Source: an optimization exercise on an open RTL-to-GDS flow (aim: small area). Production flows keep margins and buffers that such runs may drop.
The RTL was checked by simulation tests, not by an equivalence proof against the original design.
Power is estimated from default activity; no workload was simulated.

quartz:
==> flow/design.v <==
package regfile_pkg;
    localparam int unsigned DW       = 32;
    localparam int unsigned AW       = 5;
    localparam int unsigned NREG     = 2 ** AW;
    localparam int unsigned REG_ZERO = 0;
endpackage
module regfile_rdmux
#(
    parameter int unsigned AW = regfile_pkg::AW
) (
    input  logic [2**AW-1:1] sel,
    input  logic [2**AW-1:1] din,
    output logic             q
);
    logic [10:0] n;
    logic [2:0]  p;
    for (genvar k = 0; k < 10; k++) begin : g_aoi
        regfile_aoi222 u_aoi (
            .a1(sel[3*k+1]), .a2(din[3*k+1]),
            .b1(sel[3*k+2]), .b2(din[3*k+2]),
            .c1(sel[3*k+3]), .c2(din[3*k+3]),
            .y (n[k])
        );
    end
    regfile_nand2 u_n31 (.a(sel[31]), .b(din[31]), .y(n[10]));
    regfile_nand4 u_p0 (.a(n[0]), .b(n[1]), .c(n[2]), .d(n[3]), .y(p[0]));
    regfile_nand4 u_p1 (.a(n[4]), .b(n[5]), .c(n[6]), .d(n[7]), .y(p[1]));
    regfile_nand3 u_p2 (.a(n[8]), .b(n[9]), .c(n[10]), .y(p[2]));
    regfile_or3   u_q  (.a(p[0]), .b(p[1]), .c(p[2]), .y(q));
endmodule
module regfile_aoi222 (
    input  logic a1, a2, b1, b2, c1, c2,
    output logic y
);
    assign y = ~((a1 & a2) | (b1 & b2) | (c1 & c2));
endmodule
module regfile_nand2 (
    input  logic a, b,
    output logic y
);
    assign y = ~(a & b);
endmodule
module regfile_nand3 (
    input  logic a, b, c,
    output logic y
);
    assign y = ~(a & b & c);
endmodule
module regfile_nand4 (
    input  logic a, b, c, d,
    output logic y
);
    assign y = ~(a & b & c & d);
endmodule
module regfile_or3 (
    input  logic a, b, c,
    output logic y
);
    assign y = a | b | c;
endmodule
module regfile_ao22 (
    input  logic a1, a2, b1, b2,
    output logic y
);
    assign y = (a1 & a2) | (b1 & b2);
endmodule
module regfile_and2 (
    input  logic a, b,
    output logic y
);
    assign y = a & b;
endmodule
module regfile_oa21 (
    input  logic a1, a2, b,
    output logic y
);
    assign y = (a1 | a2) & b;
endmodule
module regfile_scoreboard
#(
    parameter int unsigned AW = regfile_pkg::AW
) (
    input  logic              clock,
    input  logic              reset,
    input  logic [2**AW-1:1]  sel_a,
    input  logic [2**AW-1:1]  sel_b,
    input  logic              use_a,
    input  logic              use_b,
    input  logic [2**AW-1:1]  hold,
    input  logic              issue,
    input  logic [AW-1:0]     issue_rd,
    output logic              stall,
    output logic [2**AW-1:0]  busy
);
    localparam int unsigned NR = 2 ** AW;
    logic [NR-1:1] busy_q, busy_d, set;
    logic          hit_a, hit_b;
    logic          set_en;
    regfile_rdmux #(.AW(AW)) u_hita (.sel(sel_a), .din(busy_q), .q(hit_a));
    regfile_rdmux #(.AW(AW)) u_hitb (.sel(sel_b), .din(busy_q), .q(hit_b));
    assign stall  = (use_a && hit_a) || (use_b && hit_b);
    assign set_en = !reset && issue && !stall;
    always_comb begin
        for (int i = 1; i < int'(NR); i++) begin
            set[i]    = set_en && (issue_rd == AW'(i));
            busy_d[i] = set[i] || (busy_q[i] && hold[i]);
        end
    end
    always_ff @(posedge clock) begin
        busy_q <= busy_d;
    end
    assign busy = {busy_q, 1'b0};
endmodule
module regfile_sb
#(
    parameter int unsigned DW = regfile_pkg::DW,
    parameter int unsigned AW = regfile_pkg::AW
) (
    input  logic              clock,
    input  logic              reset,
    input  logic [AW-1:0]     rna,
    input  logic [AW-1:0]     rnb,
    input  logic              use_a,
    input  logic              use_b,
    output logic [DW-1:0]     qa,
    output logic [DW-1:0]     qb,
    input  logic              we,
    input  logic [AW-1:0]     wn,
    input  logic [DW-1:0]     d,
    input  logic              issue,
    input  logic [AW-1:0]     issue_rd,
    output logic              stall,
    output logic [2**AW-1:0]  busy
);
    localparam int unsigned NR = 2 ** AW;
    logic [DW-1:0] regs_q [1:NR-1];
    logic [NR-1:1] load, hold;
    logic [NR-1:1] sel_a, sel_b;
    logic [3:0] lo_a, lo_b, lo_w, nlo_w;
    logic [7:0] hi_a, hi_b, hi_w, nhi_w;
    logic       nreset;
    always_comb begin
        for (int k = 0; k < 4; k++) begin
            lo_a[k]  = (rna[1:0] == 2'(k));
            lo_b[k]  = (rnb[1:0] == 2'(k));
            lo_w[k]  = we && !reset && (wn[1:0] == 2'(k));
            nlo_w[k] = !lo_w[k];
        end
        for (int m = 0; m < 8; m++) begin
            hi_a[m]  = (rna[4:2] == 3'(m));
            hi_b[m]  = (rnb[4:2] == 3'(m));
            hi_w[m]  = (wn[4:2] == 3'(m));
            nhi_w[m] = !hi_w[m];
        end
        nreset = !reset;
    end
    for (genvar i = 1; i < int'(NR); i++) begin : g_dec
        regfile_and2 u_sa (.a(lo_a[i%4]), .b(hi_a[i/4]), .y(sel_a[i]));
        regfile_and2 u_sb (.a(lo_b[i%4]), .b(hi_b[i/4]), .y(sel_b[i]));
        regfile_and2 u_ld (.a(lo_w[i%4]), .b(hi_w[i/4]), .y(load[i]));
        regfile_oa21 u_hd (.a1(nlo_w[i%4]), .a2(nhi_w[i/4]), .b(nreset), .y(hold[i]));
    end
    logic [DW-1:0] regs_d [1:NR-1];
    for (genvar i = 1; i < int'(NR); i++) begin : g_wr
        for (genvar j = 0; j < int'(DW); j++) begin : g_bit
            regfile_ao22 u_nxt (
                .a1(regs_q[i][j]), .a2(hold[i]),
                .b1(d[j]),         .b2(load[i]),
                .y (regs_d[i][j])
            );
        end
    end
    always_ff @(posedge clock) begin
        for (int i = 1; i < int'(NR); i++) begin
            regs_q[i] <= regs_d[i];
        end
    end
    for (genvar j = 0; j < int'(DW); j++) begin : g_rd
        logic [NR-1:1] col;
        for (genvar i = 1; i < int'(NR); i++) begin : g_col
            assign col[i] = regs_q[i][j];
        end
        regfile_rdmux #(.AW(AW)) u_rda (.sel(sel_a), .din(col), .q(qa[j]));
        regfile_rdmux #(.AW(AW)) u_rdb (.sel(sel_b), .din(col), .q(qb[j]));
    end
    regfile_scoreboard #(
        .AW (AW)
    ) u_scoreboard (
        .clock    (clock),
        .reset    (reset),
        .sel_a    (sel_a),
        .sel_b    (sel_b),
        .use_a    (use_a),
        .use_b    (use_b),
        .hold     (hold),
        .issue    (issue),
        .issue_rd (issue_rd),
        .stall    (stall),
        .busy     (busy)
    );
endmodule
clock: 5.5 ns
lec_check: 0
cap_margin: 20
core_margin: 2
core_utilization: 40
slew_margin: 20
synth_hierarchical: 1
synth_minimum_keep_size: 0
standard.sh (not shown) runs the stock make flow with config.mk's settings and CLKGATE_MAP_FILE= SYNTH_SCRIPT=/design/flow/synth_recipe.tcl, a recipe that flattens the netlist after the stock synthesis.
==> flow/flow/run.sh <==
#!/bin/bash
# The standard layout (standard.sh), with two changes to the cells it adds:
#  - port buffers use the smallest buffer (buf_1) instead of the flow's default pick;
#  - the clock tree uses clkbuf_8 leaf buffers driving up to 15 flip-flops each,
#    and no dummy loads.
set -e
export BUFFER_PORTS_ARGS="-buffer_cell sky130_fd_sc_hd__buf_1"
export CTS_ARGS="-sink_clustering_enable -repair_clock_nets -dont_use_dummy_load -sink_clustering_size 15 -sink_clustering_max_diameter 100 -buf_list {sky130_fd_sc_hd__clkbuf_8}"
bash standard.sh > standard.log 2>&1
The following lists how juniper was set up differently from quartz:
==> flow/flow/run.sh <==
#!/bin/bash
# The standard layout (standard.sh), with two changes to the cells it adds:
#  - port buffers use the smallest buffer (buf_1) instead of the flow's default pick;
#  - the clock tree uses clkbuf_8 leaf buffers driving up to 16 flip-flops each,
#    and no dummy loads;
#  - after global routing, non-critical gates are downsized (RECOVER_POWER).
set -e
export BUFFER_PORTS_ARGS="-buffer_cell sky130_fd_sc_hd__buf_1"
export CTS_ARGS="-sink_clustering_enable -repair_clock_nets -dont_use_dummy_load -sink_clustering_size 16 -sink_clustering_max_diameter 100 -buf_list {sky130_fd_sc_hd__clkbuf_8}"
export RECOVER_POWER=100
bash standard.sh > standard.log 2>&1
==> comparison <==
STATUS run=juniper STAGES=ALL_DONE FINAL_CHECKS=FAILED CAUSE=max-capacitance violations, max-slew violations
From quartz to juniper the numbers moved as follows: final worst setup slack decreased 0.20 ns, standard cell core area closely matched the old numbers, overall power has decreased, maximum clock rate went down by 3.8%, sequential portion of the cell area now sits higher.
From quartz to juniper the numbers moved as follows: total area of multi-input combinational cells down 61 sq um; total inserted antenna cells down 5; minimum period implied by the final worst setup slack up 0.20 ns; normalized max-slew margin down 140 points.
The worst hold slack after final layout was comparable across quartz and juniper.
[inputs] fjord vs juniper
diff --git a/flow/flow/run.sh b/flow/flow/run.sh
--- a/flow/flow/run.sh
+++ b/flow/flow/run.sh
@@ -4 +4 @@
-#  - the clock tree uses clkbuf_8 leaf buffers driving up to 16 flip-flops each,
+#  - the clock tree uses clkbuf_8 leaf buffers driving up to 14 flip-flops each,
@@ -9 +9 @@
-export CTS_ARGS="-sink_clustering_enable -repair_clock_nets -dont_use_dummy_load -sink_clustering_size 16 -sink_clustering_max_diameter 100 -buf_list {sky130_fd_sc_hd__clkbuf_8}"
+export CTS_ARGS="-sink_clustering_enable -repair_clock_nets -dont_use_dummy_load -sink_clustering_size 14 -sink_clustering_max_diameter 80 -buf_list {sky130_fd_sc_hd__clkbuf_8}"
Results
fjord finished every stage; the final checks, however, were not passed, the failures being max-capacitance violations, max-slew violations.
Summary of fjord over juniper: logic gate share of total power held; final area shows no meaningful change; via count did not really move; number of signal-net buffers in the layout shows a reduction of 0.45%.
Compared with juniper, fjord shows a minimum clock period that is 0.13 ns lower.

[port drivers added, routing unchanged]
No port has a modelled driver above. Below, the same layouts with a new extraction and two added sets of constraints.
Step 1 (the two cells are an assumption about what drives the block):
set clk [get_ports {clock}]
set_driving_cell -lib_cell sky130_fd_sc_hd__clkbuf_16 $clk
set_driving_cell -lib_cell sky130_fd_sc_hd__buf_2 [delete_from_list [all_inputs] $clk]
Step 2 moves the port delays by t, midway between the first and last clock arrival at a register: inputs arrive t later, outputs are due t later. That takes back most of the time a late clock gives input paths.
a / b / c = ideal / step 1 / step 2; a / b = the first two.
run | t, ns | setup slack, ns | worst hold slack (ns) | latest minus earliest clock arrival (ns)
quartz | 0.801 | 0.453 / 0.357 / 0.357 | 0.516 / 0.516 / 0.516 | 0.060 / 0.061
juniper | 0.799 | 0.256 / 0.197 / 0.022 | 0.514 / 0.514 / 0.514 | 0.073 / 0.073
fjord | 0.805 | 0.385 / 0.290 / -0.117 | 0.513 / 0.513 / 0.513 | 0.074 / 0.074
For fjord, which loses most, drivers alone change the setup slack by -0.095 ns; drivers and shift together by -0.502 ns.
